What follows belongs to an exercise in optimizing a design on an open flow for a short achievable clock period and few clock cycles per item; a production flow would make more cautious choices. No run shown here included a check of the RTL's function; only the layout flow was run. Power and IR drop assume default switching activity.

<file path="flow/run.sh">
#!/bin/bash
# synth_recipe.tcl (not shown) runs the flow's synth.tcl, then flattens the netlist and writes it again
# the make line also repeats each setting of config.mk as NAME=value (left out here)
make -C /OpenROAD-flow-scripts/flow DESIGN_CONFIG=/design/flow/config.mk WORK_HOME=/design/flow/orfs CLKGATE_MAP_FILE= SYNTH_SCRIPT=/design/flow/synth_recipe.tcl finish
</file>
<file path="flow/config.mk">
export PLATFORM = sky130hd
export DESIGN_NAME = box_filter_top
export DESIGN_NICKNAME = box_filter_top
export VERILOG_FILES = /design/flow/design.v
export SDC_FILE = /design/flow/constraint.sdc
export NUM_CORES = 4
export LEC_CHECK = 0
export CAP_MARGIN = 20
export CORE_MARGIN = 2
export CORE_UTILIZATION = 40
export SLEW_MARGIN = 20
</file>
<file path="flow/constraint.sdc">
create_clock -name core_clock -period 3.1 [get_ports {clk_i}]
set_input_delay 0.6200 -clock core_clock [delete_from_list [all_inputs] [get_ports {clk_i}]]
set_output_delay 0.6200 -clock core_clock [all_outputs]
set_load 0.01 [all_outputs]
</file>
<file path="flow/design.v">
package box_pkg;
  localparam int PX_W         = 8;
  localparam int WIN          = 3;
  localparam int LINE_BUFS    = WIN + 1;                 
  localparam int MAX_LINE_LEN = 16;
  localparam int LINE_ADDR_W  = $clog2( MAX_LINE_LEN );
  localparam int BUF_IDX_W    = $clog2( LINE_BUFS );
  localparam int SUM_W        = PX_W + 4;                
  typedef logic [PX_W - 1 : 0] px_t;
  typedef struct packed {
    px_t  tdata;
    logic tvalid;
    logic tlast;                                         
    logic tuser;                                         
  } stream_word_t;
  typedef struct packed {
    px_t [WIN - 1 : 0][WIN - 1 : 0] px;
    logic                           tvalid;
    logic                           tlast;
    logic                           tuser;
  } window_t;
  typedef struct packed {
    logic [SUM_W - 1 : 0] tdata;
    logic                 tvalid;
    logic                 tlast;
    logic                 tuser;
  } sum_word_t;
endpackage
`timescale 1ns/1ps
module box_filter_top
(
  input  logic         clk_i,
  input  logic         rst_i,
  input  box_pkg::stream_word_t video_i,
  output logic         video_ready_o,
  output box_pkg::sum_word_t    sum_o,
  input  logic         sum_ready_i
);
localparam int PX_W   = box_pkg::PX_W;
localparam int SUM_W  = box_pkg::SUM_W;
localparam int COL_W  = box_pkg::LINE_ADDR_W;
localparam int NCOL   = box_pkg::MAX_LINE_LEN;
localparam int FIFO_D = 16;
localparam int FPTR_W = $clog2( FIFO_D );
logic              rdy_q;
logic              s0_v;
logic [PX_W - 1:0] s0_px;
logic              s0_last;
logic              s0_user;
assign video_ready_o = rdy_q;
always_ff @( posedge clk_i, posedge rst_i )
  if( rst_i )
    s0_v <= 1'b0;
  else
    s0_v <= video_i.tvalid && rdy_q;
always_ff @( posedge clk_i )
  begin
    s0_px   <= video_i.tdata;
    s0_last <= video_i.tlast;
    s0_user <= video_i.tuser;
  end
logic [COL_W - 1:0] col_q;                               
logic [1:0]         row_q;                               
logic [COL_W - 1:0] col_e;
logic [1:0]         row_e;
assign col_e = s0_user ? '0 : col_q;
assign row_e = s0_user ? '0 : row_q;
always_ff @( posedge clk_i, posedge rst_i )
  if( rst_i )
    begin
      col_q <= '0;
      row_q <= '0;
    end
  else
    if( s0_v )
      begin
        if( s0_last )
          begin
            col_q <= '0;
            row_q <= ( row_e == 2'd3 ) ? 2'd3 : row_e + 2'd1;
          end
        else
          begin
            col_q <= col_e + 1'b1;
            row_q <= row_e;
          end
      end
logic [PX_W - 1:0]  la [NCOL];
logic [PX_W - 1:0]  lb [NCOL];
logic               s1_v;
logic               s1_win;                              
logic               s1_last;
logic               s1_first;
logic [COL_W - 1:0] s1_col;
logic [PX_W - 1:0]  s1_px;
logic [PX_W - 1:0]  s1_a;
logic [PX_W - 1:0]  s1_b;
always_ff @( posedge clk_i, posedge rst_i )
  if( rst_i )
    begin
      s1_v   <= 1'b0;
      s1_win <= 1'b0;
    end
  else
    begin
      s1_v   <= s0_v;
      s1_win <= s0_v && row_e[1] && ( col_e >= COL_W'( 2 ) );
    end
always_ff @( posedge clk_i )
  begin
    s1_last  <= s0_last;
    s1_first <= ( row_e == 2'd2 ) && ( col_e == COL_W'( 2 ) );
    s1_col   <= col_e;
    s1_px    <= s0_px;
    s1_a     <= la[col_q];                               
    s1_b     <= lb[col_q];
  end
always_ff @( posedge clk_i )
  if( s1_v )
    begin
      la[s1_col] <= s1_px;
      lb[s1_col] <= s1_a;
    end
logic              s2_v;
logic              s2_win;
logic              s2_last;
logic              s2_first;
logic [PX_W:0]     s2_pa;
logic [PX_W - 1:0] s2_b;
always_ff @( posedge clk_i, posedge rst_i )
  if( rst_i )
    begin
      s2_v   <= 1'b0;
      s2_win <= 1'b0;
    end
  else
    begin
      s2_v   <= s1_v;
      s2_win <= s1_win;
    end
always_ff @( posedge clk_i )
  begin
    s2_last  <= s1_last;
    s2_first <= s1_first;
    s2_pa    <= { 1'b0, s1_px } + { 1'b0, s1_a };
    s2_b     <= s1_b;
  end
logic              s3_v;
logic              s3_win;
logic              s3_last;
logic              s3_first;
logic [PX_W + 1:0] s3_col;
always_ff @( posedge clk_i, posedge rst_i )
  if( rst_i )
    begin
      s3_v   <= 1'b0;
      s3_win <= 1'b0;
    end
  else
    begin
      s3_v   <= s2_v;
      s3_win <= s2_win;
    end
always_ff @( posedge clk_i )
  begin
    s3_last  <= s2_last;
    s3_first <= s2_first;
    s3_col   <= { 1'b0, s2_pa } + { 2'b0, s2_b };
  end
logic [PX_W + 1:0]  col_1;                               
logic [SUM_W - 2:0] pair;                                
logic               s4_win;
logic               s4_last;
logic               s4_first;
logic [SUM_W - 1:0] s4_sum;
always_ff @( posedge clk_i )
  if( s3_v )
    begin
      col_1 <= s3_col;
      pair  <= ( SUM_W - 1 )'( s3_col ) + ( SUM_W - 1 )'( col_1 );
    end
always_ff @( posedge clk_i, posedge rst_i )
  if( rst_i )
    s4_win <= 1'b0;
  else
    s4_win <= s3_win;
always_ff @( posedge clk_i )
  begin
    s4_last  <= s3_last;
    s4_first <= s3_first;
    s4_sum   <= SUM_W'( s3_col ) + SUM_W'( pair );
  end
logic [SUM_W + 1:0]  fifo [FIFO_D];
logic [FPTR_W - 1:0] wr_ptr;
logic [FPTR_W - 1:0] rd_ptr;
logic [FPTR_W:0]     cnt;
logic                fifo_ne;
logic                load;
logic                pop;
logic                out_v;
logic [SUM_W + 1:0]  out_d;
assign fifo_ne = ( cnt != '0 );
assign load    = !out_v || sum_ready_i;
assign pop     = load && fifo_ne;
always_ff @( posedge clk_i )
  if( s4_win )
    fifo[wr_ptr] <= { s4_sum, s4_last, s4_first };
always_ff @( posedge clk_i, posedge rst_i )
  if( rst_i )
    begin
      wr_ptr <= '0;
      rd_ptr <= '0;
      cnt    <= '0;
      out_v  <= 1'b0;
      rdy_q  <= 1'b0;
    end
  else
    begin
      if( s4_win )
        wr_ptr <= wr_ptr + 1'b1;
      if( pop )
        rd_ptr <= rd_ptr + 1'b1;
      cnt <= cnt + ( FPTR_W + 1 )'( s4_win ) - ( FPTR_W + 1 )'( pop );
      if( load )
        out_v <= fifo_ne;
      rdy_q <= ( cnt <= ( FPTR_W + 1 )'( FIFO_D - 8 ) );
    end
always_ff @( posedge clk_i )
  if( load )
    out_d <= fifo[rd_ptr];
assign sum_o = { out_d[SUM_W + 1:2], out_v, out_d[1], out_d[0] };
endmodule
</file>
==> results of run 1 <==
[flip-flops by register name (all words and copies together), names as in the netlist, 2 cells and up]
| name | count |
|---|---|
| rd_ptr | 4 |
| col_q | 4 |
| s3_col | 10 |
| col_1 | 10 |
| wr_ptr | 4 |
| s0_px | 8 |
| s1_col | 4 |
| cnt | 5 |
| pair | 11 |
| s4_sum | 12 |
| s1_px | 8 |
| lb | 128 |
| fifo | 224 |
| s2_pa | 9 |
| s1_b | 8 |
| la | 128 |
| s1_a | 8 |
| s2_b | 8 |
| out_d | 14 |
| row_q | 2 |
[area by class of cell]
type	instances	area share, %
clock buffer	77	5.94
clock inverter	35	1.80
inverter	24	0.327
multi-input combinational	458	20.7
sequential	629	64.9
tap	773	3.51
timing repair buffer	79	2.78
[metrics by stage]
stage | cells | instance area [µm²] | utilization, % | total power [mW] | setup WS (ns)
floorplan | 1150 | 23900 | - | 16.6 | 0.394
detailed placement | 1963 | 25400 | 43.1 | 18.5 | 0.318
CTS | 2075 | 27600 | 46.7 | 26.3 | 0.554
global route | 2075 | 27600 | 46.7 | 27.3 | 0.418
finish | 2075 | 27600 | 46.7 | 26.0 | 0.575
global placement | 1963 | 25400 | 43.1 | 18.3 | 0.327
[critical path, delay by kind of cell, from the launching register on]
| kind | cells | cell delay (ns) |
|---|---|---|
| flops | 1 | 0.37 |
| fa+ha+maj | 2 | 0.62 |
| compound gates | 4 | 1.28 |
[power groups by stage]
stage | clock network [mW] | logic, mW | registers (mW)
floorplan | 0 | 5.05 | 11.5
global placement | 0 | 6.30 | 12.0
detailed placement | 0 | 6.39 | 12.1
CTS | 7.96 | 6.42 | 11.9
global route | 8.30 | 6.94 | 12.1
finish | 7.79 | 6.31 | 11.9
[Yosys cell counts (2+ instances only)]
master,count,area (µm²)
a211oi_1,6,45.0
a21o_1,12,90.1
a21oi_1,26,130
a31oi_1,3,18.8
and2_1,18,113
and3_1,7,43.8
buf_1,3,11.3
buf_2,11,55.1
buf_6,5,56.3
buf_8,4,60.1
clkbuf_1,15,56.3
dfrtp_1,29,726
dfxtp_1,85,1700
edfxtp_1,515,15500
fa_1,5,100
ha_1,51,638
inv_1,23,86.3
mux2_2,2,22.5
mux4_2,150,3380
nand2_1,17,63.8
nand2b_1,6,37.5
nand3_1,16,80.1
nand3b_1,2,15.0
nand4_1,3,18.8
nor2_1,36,135
nor2b_1,2,12.5
nor3_1,12,60.1
nor3b_1,3,22.5
o2111ai_1,2,17.5
o211ai_1,5,37.5
o21a_1,2,15.0
o21ai_0,14,70.1
o21bai_1,4,30.0
o22ai_1,3,18.8
o41a_1,2,22.5
or2_2,2,12.5
xnor2_1,18,158
xor2_1,15,131
[cell families (layout without fill, tap and decap cells)]
kind of cell	Yosys count	count (layout)	share of synthesized area, %
buffers and inverters	63	215	1.41
XOR/XNOR	33	33	1.21
AND/OR/NAND/NOR	126	126	2.64
flip-flops	629	629	74.9
AO/OA/AOI/OAI	91	91	2.52
adder cells (fa/ha/maj)	56	56	3.09
multiplexers	152	152	14.2
[worst max path at each step]
stage	to	slack (ns)	depth (start not counted)
2_1_floorplan	cnt[4]$_DFF_PP0_	0.39	10
3_3_place_gp	cnt[4]$_DFF_PP0_	0.33	11
3_5_place_dp	cnt[4]$_DFF_PP0_	0.32	11
4_1_cts	pair[10]$_DFFE_PP_	0.55	6
5_1_grt	pair[10]$_DFFE_PP_	0.42	6
6_report	pair[10]$_DFFE_PP_	0.57	6
[layer usage]
metal  global-route usage (%)  wire, µm
met3                     2.49      1970
met2                     26.6     23600
met1                     20.4     19700
met5                        0         0
met4                     5.39      1280
==> flow_metrics.env, run 1 <==
export IMPL_outcome="complete, no violations"
export IMPL_async_flop_share_pct=4.61
export IMPL_fmax_ghz=0.396
export IMPL_power_share_sequential_pct=45.8
export IMPL_arrival_ns=2.90
export IMPL_holdWs_ns=0.326
export IMPL_switchingPower_mw=7.16
export IMPL_crit_chain="ha_1, fa_1, a21o_1, a2111oi_1, o21ai_0, a21o_1"
export IMPL_insertion_delay_ns=0.62
export IMPL_finalSetupViolCount=0
export IMPL_final_common_cell="edfxtp_1"
export IMPL_startpoint_type="flip-flop"
export IMPL_layout_drive_gt1_share_pct=24.7
export IMPL_grt_pass1_vias=11300
export IMPL_p_int_mw=18.9
export IMPL_hold_viol_final=0
export IMPL_fin_setup_tns_ns=0
export IMPL_grt_overflow=0
export IMPL_postCtsSetupBuffers=0
export IMPL_drc_errors=0
export IMPL_htreeDepth=2
export IMPL_regToRegSetupSlack_ns=0.57
export IMPL_final_cell_mix="edfxtp_1 (515), mux4_2 (150), dfxtp_1 (85)"
export IMPL_ys_flop_type="edfxtp_1"
export IMPL_rows=89
export IMPL_io_pins=30
export IMPL_nNetsFinal=1322
export IMPL_avgViaCountPerCell=5.26
export IMPL_worst_slew_pin_slew_ns=1.00
export IMPL_synth_area_um2=23900
export IMPL_max_cap_violations=0
export IMPL_worstHoldStart="s0_px[4]$_DFF_P_"
export IMPL_hold_buffers=0
export IMPL_start_util_pct=40.5
export IMPL_fp_dieH_um=248
export IMPL_vdd_drop_max_uv=695
export IMPL_crit_top_cell="a21o_1"
export IMPL_slowest_stage="a2111oi_1"
export IMPL_pwr_share_clk_pct=29.9
export IMPL_yosysWarnings=1
export IMPL_powerDensity_nw_per_um2=944
export IMPL_cts_clk_slew_worst_paths_ns=0.06
export IMPL_numCtsBuffers=60
export IMPL_drtIter0Drc=699
export IMPL_grt_usage_pct=15.6
export IMPL_syn2layout_area_growth_pct=15.4
export IMPL_synth_edf_count=515
export IMPL_reg2reg_to="pair[10]$_DFFE_PP_"
export IMPL_timing_rr_start="col_1[0]$_DFFE_PP_"
export IMPL_dpl_hpwl_um=26000
export IMPL_core_area_um2=59000
export IMPL_multi_input_area_um2=5710
export IMPL_crit_type="flip-flop to flip-flop"
export IMPL_die_area_um2=61700
export IMPL_synth_nets=1220
export IMPL_seq_area_um2=17900
export IMPL_endpoint_kind="flip-flop"
export IMPL_die_w_um=248
export IMPL_crit_fanout=3
export IMPL_wl_per_cell_um=22.5
export IMPL_postRouteWirelength_um=46600
export IMPL_slowest_delay_ns=0.66
export IMPL_syn_inst=1150
export IMPL_p_comb_share_pct=24.2
export IMPL_synth_area_per_cell_um2=20.8
export IMPL_reg2regPathDepth=6
export IMPL_final_period_utilization_pct=81.5
export IMPL_antenna_found_initial=0
export IMPL_rsz0062_at_grt="false"
export IMPL_grt_pass1_wl_um=71000
export IMPL_whs_path_depth=0
export IMPL_slew_violations=0
export IMPL_relSlewSlack_pct=33.3
export IMPL_min_to="s1_px[4]$_DFF_P_"
export IMPL_cts_tree="yes"
export IMPL_ctsRootBufferMaster="clkbuf_16"
export IMPL_sw_frac_of_total_pct=27.5
export IMPL_cts_buffer_depth=3
export IMPL_fill_cells=4899
export IMPL_port_buffers=29
export IMPL_ys_seq_area_share_pct=74.9
export IMPL_diodes=0
export IMPL_gp_congestion=0.740
export IMPL_firstDrtPassIters=5
export IMPL_period_minus_slack_ns=2.53
export IMPL_leakage_nw=9.23
export IMPL_synth_seq_cells=629
export IMPL_cp_required_ns=3.47
export IMPL_clock_sinks=629
export IMPL_fin_skew_ns=0.0129
export IMPL_cts_resized=0
export IMPL_hold_class="flip-flop to flip-flop"
export IMPL_grt_max_degree=60
export IMPL_vias=10900
export IMPL_final_antenna_net_count=0
export IMPL_timing_critical_path_from="col_1[0]$_DFFE_PP_"
export IMPL_ys_types=54
==> run 2, diff against run 1 <==
--- a/flow/config.mk
+++ b/flow/config.mk
@@ -5,7 +5,9 @@
 export SDC_FILE = /design/flow/constraint.sdc
 export NUM_CORES = 4
 export LEC_CHECK = 0
+export ABC_CLOCK_PERIOD_IN_PS = 1000
 export CAP_MARGIN = 20
 export CORE_MARGIN = 2
 export CORE_UTILIZATION = 40
+export SETUP_SLACK_MARGIN = 2.0
 export SLEW_MARGIN = 20
==> run 2 against run 1 <==
Register-to-register slack gained 0.41 ns; core utilization grew 6.5 points; design area grew 14%; combinational power grew 56%; fmax grew 20%; critical path type unchanged; largest power group unchanged.
==> flow_metrics.env, run 2 <==
export IMPL_largest_reg_flops=224
export IMPL_antenna_found_initial=0
export IMPL_synth_area_leaders="edfxtp_1 (65%), mux4_2 (14%), dfxtp_1 (7.1%), dfrtp_1 (3.0%), ha_1 (2.7%)"
export IMPL_hold_class="flip-flop to flip-flop"
export IMPL_layout_drive_gt1_share_pct=44.8
export IMPL_hold_viol_final=0
export IMPL_finalSetupViolCount=0
export IMPL_arrival_ns=2.45
export IMPL_drc_errors=0
export IMPL_grt_max_degree=31
export IMPL_final_cell_mix="edfxtp_1 (515), mux4_2 (150), clkbuf_16 (75)"
export IMPL_cts_buffer_depth=3
export IMPL_syn2layout_area_growth_pct=31.4
export IMPL_period_minus_slack_ns=2.11
export IMPL_async_flop_share_pct=4.61
export IMPL_hold_buffers=0
export IMPL_max_cap_violations=0
export IMPL_slew_violations=0
export IMPL_die_w_um=248
export IMPL_fmax_ghz=0.473
export IMPL_vias=12100
export IMPL_grt_pass1_wl_um=80500
export IMPL_path_buf_inv=0
export IMPL_crit_type="flip-flop to flip-flop"
export IMPL_avgViaCountPerCell=5.39
export IMPL_htreeDepth=3
export IMPL_synth_area_per_cell_um2=20.8
export IMPL_startpoint_type="flip-flop"
export IMPL_drtIter0Drc=899
export IMPL_ys_top_cells_by_count="edfxtp_1 (515), mux4_2 (150), dfxtp_1 (85)"
export IMPL_regMostFlops="fifo"
export IMPL_numCtsBuffers=66
export IMPL_fill_cells=4461
export IMPL_synth_area_um2=23900
export IMPL_outcome="complete, no violations"
export IMPL_syn_inst=1150
export IMPL_cts_tree="yes"
export IMPL_fin_setup_tns_ns=0
export IMPL_grt_usage_pct=18.3
export IMPL_fin_skew_ns=0.0171
export IMPL_rsz0062_at_grt="true"
export IMPL_critPathTopFamily="compound AO/OA/AOI/OAI gates"
export IMPL_grt_pass1_vias=12200
export IMPL_synth_nets=1220
export IMPL_rows=89
export IMPL_relSlewSlack_pct=54.1
export IMPL_powerDensity_nw_per_um2=936
export IMPL_synth_area_leader_cell="edfxtp_1"
export IMPL_nNetsFinal=1492
export IMPL_cts_clk_slew_worst_paths_ns=0.06
export IMPL_endpoint_kind="flip-flop"
export IMPL_regToRegSetupSlack_ns=0.99
export IMPL_fp_dieH_um=248
export IMPL_cp_required_ns=3.44
export IMPL_crit_fanout=3
export IMPL_slowest_stage="edfxtp_1"
export IMPL_die_area_um2=61700
export IMPL_ys_types=54
export IMPL_gp_congestion=0.746
export IMPL_final_common_cell="edfxtp_1"
export IMPL_io_pins=30
export IMPL_synth_edf_count=515
export IMPL_dp_cells=1928
export IMPL_firstDrtPassIters=4
export IMPL_final_period_utilization_pct=68.2
export IMPL_slowest_delay_ns=0.43
export IMPL_core_area_um2=59000
export IMPL_start_util_pct=40.5
export IMPL_seq_area_um2=18000
export IMPL_yosysWarnings=1
export IMPL_yosysMostFrequentCell="edfxtp_1"
export IMPL_wl_per_cell_um=25.3
export IMPL_ctsRootBufferMaster="clkbuf_16"
export IMPL_postRouteWirelength_um=56900
export IMPL_ys_flop_type="edfxtp_1"
export IMPL_multi_input_area_um2=6760
export IMPL_port_buffers=29
export IMPL_synth_seq_cells=629
export IMPL_vdd_drop_max_uv=547
export IMPL_synth_top_area_share_pct=64.7
export IMPL_final_antenna_net_count=0
export IMPL_ys_seq_area_share_pct=74.9
export IMPL_insertion_delay_ns=0.61
export IMPL_leakage_nw=10.7
export IMPL_reg_top3="fifo: 224 flops, la: 128 flops, lb: 128 flops"
export IMPL_crit_chain="ha_4, fa_2, a21o_1, a2111oi_4, a21oi_1, xor2_1"
export IMPL_clock_sinks=629
export IMPL_finalNonFillerCells=2247
export IMPL_grt_overflow=0
export IMPL_worst_slew_pin_slew_ns=0.687
export IMPL_diodes=0
export IMPL_dpl_hpwl_um=25900
## run 2: cell count changes in the layout (fill, tap and decap cells not counted), sizes merged
cell	delta
clkinvlp	-5
dlymetal6s2s	+1
and2	+3
bufbuf	+1
clkinv	+1
clkdlybuf4s50	-17
inv	+3
buf	+169
clkbuf	+25
bufinv	-9
## run 2: cell type report
| cell class | instances | share of cell area [%] |
|---|---|---|
| sequential | 629 | 57.3 |
| multi-input combinational | 461 | 21.5 |
| timing repair buffer | 240 | 11.1 |
| clock buffer | 95 | 5.84 |
| tap | 773 | 3.08 |
| clock inverter | 25 | 0.762 |
| inverter | 24 | 0.347 |
## run 2: timing repair
action | CTS | global route
pin swaps | 58 | 49
resized for setup | 216 | 79
cloned | 21 | 7
setup endpoints to repair | 618 | 602
setup buffers | 138 | 33
## run 2: final timing paths
kind,start,end,depth (start not counted)
min in group asynchronous,rst_i,row_q[1]$_DFFE_PP0P_,2
max in group asynchronous,rst_i,s3_v$_DFF_PP0_,2
max,col_1[0]$_DFFE_PP_,pair[8]$_DFFE_PP_,6
max reg2reg,col_1[0]$_DFFE_PP_,pair[8]$_DFFE_PP_,6
min reg2reg,s2_first$_DFF_P_,s3_first$_DFF_P_,0
min,s2_first$_DFF_P_,s3_first$_DFF_P_,0
## run 2: per-stage QoR
stage	utilization [%]	area, µm²	power, mW	setup slack [ns]	hold WS [ns]
after floorplan	-	24700	17.4	0.820	0.309
after global placement	43.7	25800	19.1	0.442	0.310
after detailed placement	43.7	25800	19.3	0.431	0.312
after CTS	51.7	30500	28.6	1.03	0.325
after global routing	53.2	31400	30.7	0.917	0.329
final	53.2	31400	29.4	0.987	0.323
## run 2: logic make-up (layout without fill, tap and decap cells)
group / count (synthesis) / after routing / synth area share, %
AOI/OAI and AO/OA: 91 / 91 / 2.52
xor gates and xnor gates: 33 / 33 / 1.21
adders and majority gates: 56 / 56 / 3.09
buffers and inverters: 63 / 384 / 1.41
DFF: 629 / 629 / 74.9
muxes: 152 / 152 / 14.2
and+or+nand+nor: 126 / 129 / 2.64
## run 2: power breakdown
group / internal [mW] / total (mW) / switching [mW]
clock: 4.40 / 7.65 / 3.25
combinational: 5.49 / 9.82 / 4.33
sequential: 10.8 / 11.9 / 1.11
total: 20.7 / 29.4 / 8.69
## run 2: per-layer routing
metal  wire length (µm)  vias up  track usage [%]
met3               2620       96             3.15
met4               1760        0             6.81
met1              22400     6420             23.1
met5                  0        -                0
li1                   -     5268                -
met2              30100      318             31.7
==> run 3, diff against run 2 <==
--- a/flow/config.mk
+++ b/flow/config.mk
@@ -5,9 +5,9 @@
 export SDC_FILE = /design/flow/constraint.sdc
 export NUM_CORES = 4
 export LEC_CHECK = 0
-export ABC_CLOCK_PERIOD_IN_PS = 1000
+export ABC_CLOCK_PERIOD_IN_PS = 1500
 export CAP_MARGIN = 20
 export CORE_MARGIN = 2
 export CORE_UTILIZATION = 40
-export SETUP_SLACK_MARGIN = 2.0
+export SETUP_SLACK_MARGIN = 1.6
 export SLEW_MARGIN = 20
==> run 3 against run 2 <==
Still clean on timing, DRC and antenna; critical path depth shrank 2; non-clock buffer count fell by 35; die area is the same; sequential share of layout area is 1.4 points higher; power grew 0.90%; setup slack better by 0.0079 ns; clock power up 6.9%; clock skew increased by 0.0051 ns; register-to-register slack about the same; design area shrank 2.5%; sequential cell count unchanged; global-route usage fell by 1.1 points.
==> flow_metrics.env, run 3 <==
export IMPL_endpoint_kind="flip-flop"
export IMPL_reg2regPathDepth=4
export IMPL_async_flop_share_pct=4.61
export IMPL_regToRegSetupSlack_ns=1.0
export IMPL_final_cell_mix="edfxtp_1 (515), mux4_2 (150), clkbuf_16 (76)"
export IMPL_hold_class="flip-flop to flip-flop"
export IMPL_yosysWarnings=1
export IMPL_wl_per_cell_um=24.3
export IMPL_leakage_nw=10.4
export IMPL_avgViaCountPerCell=5.35
export IMPL_synth_fa_ha_area_share_pct=3.09
export IMPL_synth_area_per_cell_um2=20.8
export IMPL_vias=11800
export IMPL_yosysMostFrequentCell="edfxtp_1"
export IMPL_firstDrtPassIters=4
export IMPL_fmax_ghz=0.475
export IMPL_numCtsBuffers=66
export IMPL_syn2layout_area_growth_pct=28.1
export IMPL_htreeDepth=3
export IMPL_syn_inst=1150
export IMPL_regMostFlops="fifo"
export IMPL_relSlewSlack_pct=36.7
export IMPL_die_w_um=248
export IMPL_ys_types=54
export IMPL_final_antenna_net_count=0
export IMPL_core_area_um2=59000
export IMPL_ctsRootBufferMaster="clkbuf_16"
export IMPL_die_area_um2=61700
export IMPL_dpl_hpwl_um=26100
export IMPL_layout_drive_gt1_share_pct=42.1
export IMPL_cp_required_ns=3.44
export IMPL_synth_area_leaders="edfxtp_1 (65%), mux4_2 (14%), dfxtp_1 (7.1%), dfrtp_1 (3.0%), ha_1 (2.7%)"
export IMPL_synth_compound_area_share_pct=2.52
export IMPL_final_period_utilization_pct=67.9
export IMPL_synth_seq_cells=629
export IMPL_gp_congestion=0.740
export IMPL_synth_nets=1220
export IMPL_grt_usage_pct=17.2
export IMPL_crit_fanout=7
export IMPL_startpoint_type="flip-flop"
export IMPL_rsz0062_at_grt="true"
export IMPL_outcome="complete, no violations"
export IMPL_cts_tree="yes"
export IMPL_rows=89
export IMPL_antenna_found_initial=0
export IMPL_largest_reg_flops=224
export IMPL_cts_clk_slew_worst_paths_ns=0.06
export IMPL_grt_pass1_wl_um=77000
export IMPL_clock_sinks=629
export IMPL_period_minus_slack_ns=2.10
export IMPL_synth_top_family_by_area="multiplexers"
export IMPL_slew_violations=0
export IMPL_finalPower_mw=29.6
export IMPL_fp_dieH_um=248
export IMPL_ys_flop_type="edfxtp_1"
export IMPL_fin_skew_ns=0.0221
export IMPL_grt_overflow=0
export IMPL_ys_seq_area_share_pct=74.9
export IMPL_worstHoldStart="s0_px[4]$_DFF_P_"
export IMPL_worst_slew_pin_slew_ns=0.943
export IMPL_grt_pass1_vias=12100
export IMPL_synthMuxAreaShare_pct=14.2
export IMPL_powerDensity_nw_per_um2=968
export IMPL_fin_setup_tns_ns=0
export IMPL_nNetsFinal=1454
export IMPL_max_cap_violations=0
export IMPL_final_common_cell="edfxtp_1"
export IMPL_reg2reg_to="out_d[8]$_DFFE_PP_"
export IMPL_fill_cells=4540
export IMPL_start_util_pct=40.5
export IMPL_synth_simple_gate_area_share_pct=2.64
export IMPL_vdd_drop_max_uv=531
export IMPL_arrival_ns=2.44
export IMPL_drc_errors=0
export IMPL_whs_path_depth=0
export IMPL_synth_area_leader_cell="edfxtp_1"
export IMPL_synth_area_um2=23900
export IMPL_min_to="s1_px[4]$_DFF_P_"
export IMPL_ys_top_cells_by_count="edfxtp_1 (515), mux4_2 (150), dfxtp_1 (85)"
export IMPL_grt_max_degree=34
export IMPL_postRouteWirelength_um=53700
export IMPL_port_buffers=29
export IMPL_hold_viol_final=0
export IMPL_synth_xor_area_share_pct=1.21
export IMPL_finalSetupViolCount=0
export IMPL_crit_type="flip-flop to flip-flop"
export IMPL_synth_top_area_share_pct=64.7
export IMPL_io_pins=30
export IMPL_cts_buffer_depth=3
export IMPL_synth_edf_count=515
export IMPL_timing_rr_start="rd_ptr[0]$_DFFE_PP0P_"
export IMPL_diodes=0
export IMPL_drtIter0Drc=859
export IMPL_insertion_delay_ns=0.60
export IMPL_reg_top3="fifo: 224 flops, la: 128 flops, lb: 128 flops"
[run 3: cell types whose count changed in the layout (fill, tap and decap cells not counted), moves of 4 or more]
cell and delta:
buf_6 -36, buf_4 +29, buf_12 -11, buf_16 -10, dfrtp_1 +6, bufinv_16 +5, ha_2 +5, ha_4 -5
buf_8 -4, clkbuf_1 -4, dfrtp_2 -4, inv_6 -4
[run 3: power by group]
group	switching [mW]	internal [mW]
Sequential	1.09	10.8
Clock	3.19	4.99
Combinational	4.29	5.28
Total	8.57	21.1
[run 3: worst max-delay path by stage]
stage	to	slack, ns	from	depth (start not counted)
floorplan	cnt[4]$_DFF_PP0_	0.82	sum_ready_i	10
global placement	cnt[4]$_DFF_PP0_	0.42	sum_ready_i	11
detailed placement	cnt[4]$_DFF_PP0_	0.41	sum_ready_i	11
CTS	cnt[4]$_DFF_PP0_	1.02	cnt[1]$_DFF_PP0_	10
global route	cnt[4]$_DFF_PP0_	0.90	cnt[0]$_DFF_PP0_	10
finish	out_d[8]$_DFFE_PP_	1.0	rd_ptr[0]$_DFFE_PP0P_	4
[run 3: cell type report]
cell class	count	area, µm²	area share [%]
Multi-Input combinational cell	458	6610	21.6
Inverter	24	95.1	0.311
Tap cell	773	967	3.16
Clock inverter	25	359	1.17
Timing Repair Buffer	205	2690	8.77
Sequential cell	629	18000	58.7
Clock buffer	97	1920	6.26
[run 3: kinds of logic after synthesis]
logic type               Yosys count
flip-flops                       629
multiplexers                     152
AND/OR/NAND/NOR                  126
AO/OA/AOI/OAI                     91
buffers and inverters             63
adder cells (fa/ha/maj)           56
XOR/XNOR                          33
[run 3: timing repair]
item	in CTS	in global routing
gates cloned	9	6
pin swaps	64	45
gates resized for setup	196	69
setup buffers	107	35
hold buffers	0	0
endpoints found under the setup margin	559	391
hold endpoints to repair	0	0
[run 3: per-layer routing]
metal | vias up | track usage (%) | part of all wire [%]
met3 | 86 | 3.08 | 4.4
met5 | - | 0 | 0
met2 | 295 | 29.3 | 52
met1 | 6278 | 22.3 | 41
met4 | 0 | 5.85 | 2.9
li1 | 5171 | - | -
[run 3: critical path, cell delays in order (launching register included)]
cell	delay [ns]
dfrtp_4	0.53
buf_6	0.16
clkbuf_16	0.17
mux4_2	0.51
mux4_2	0.47
[run 3: stage by stage]
step / area [µm²] / hold WS, ns / cells / setup WS (ns) / util (%)
2_1_floorplan: 24400 / 0.309 / 1150 / 0.820 / -
3_3_place_gp: 25500 / 0.311 / 1932 / 0.425 / 43.2
3_5_place_dp: 25500 / 0.312 / 1932 / 0.407 / 43.2
4_1_cts: 29800 / 0.324 / 2170 / 1.02 / 50.4
5_1_grt: 30600 / 0.326 / 2211 / 0.902 / 51.9
6_report: 30600 / 0.323 / 2211 / 0.995 / 51.9

==> port drivers added, routing unchanged <==
Ports are ideal in the flow. The routed layouts listed here were re-timed in OpenROAD. Step 1, drivers: a clkbuf_16 drives clk_i and a buf_2 each remaining input, both assumed. Step 2 adds t to the input delays and takes it off the output delays; t is the mean of the earliest and latest rising clock arrival at the registers after step 1. Input paths then give back, and output paths get back, about the clock's delay inside the block. Three values: ideal ports, drivers, drivers and shift; two values: the first two.
| run | shift t [ns] | setup slack, ns | hold WS [ns] |
|---|---|---|---|
| run 1 | 0.669 | 0.575 / 0.575 / 0.296 | 0.326 / 0.326 / 0.326 |
| run 2 | 0.653 | 0.987 / 0.987 / 0.716 | 0.323 / 0.323 / 0.323 |
| run 3 | 0.645 | 0.995 / 0.995 / 0.469 | 0.323 / 0.323 / 0.323 |
After both steps every run listed still meets setup and hold. For run 3, which loses most, drivers alone change the setup slack by 0.000 ns; drivers and shift together by -0.526 ns.
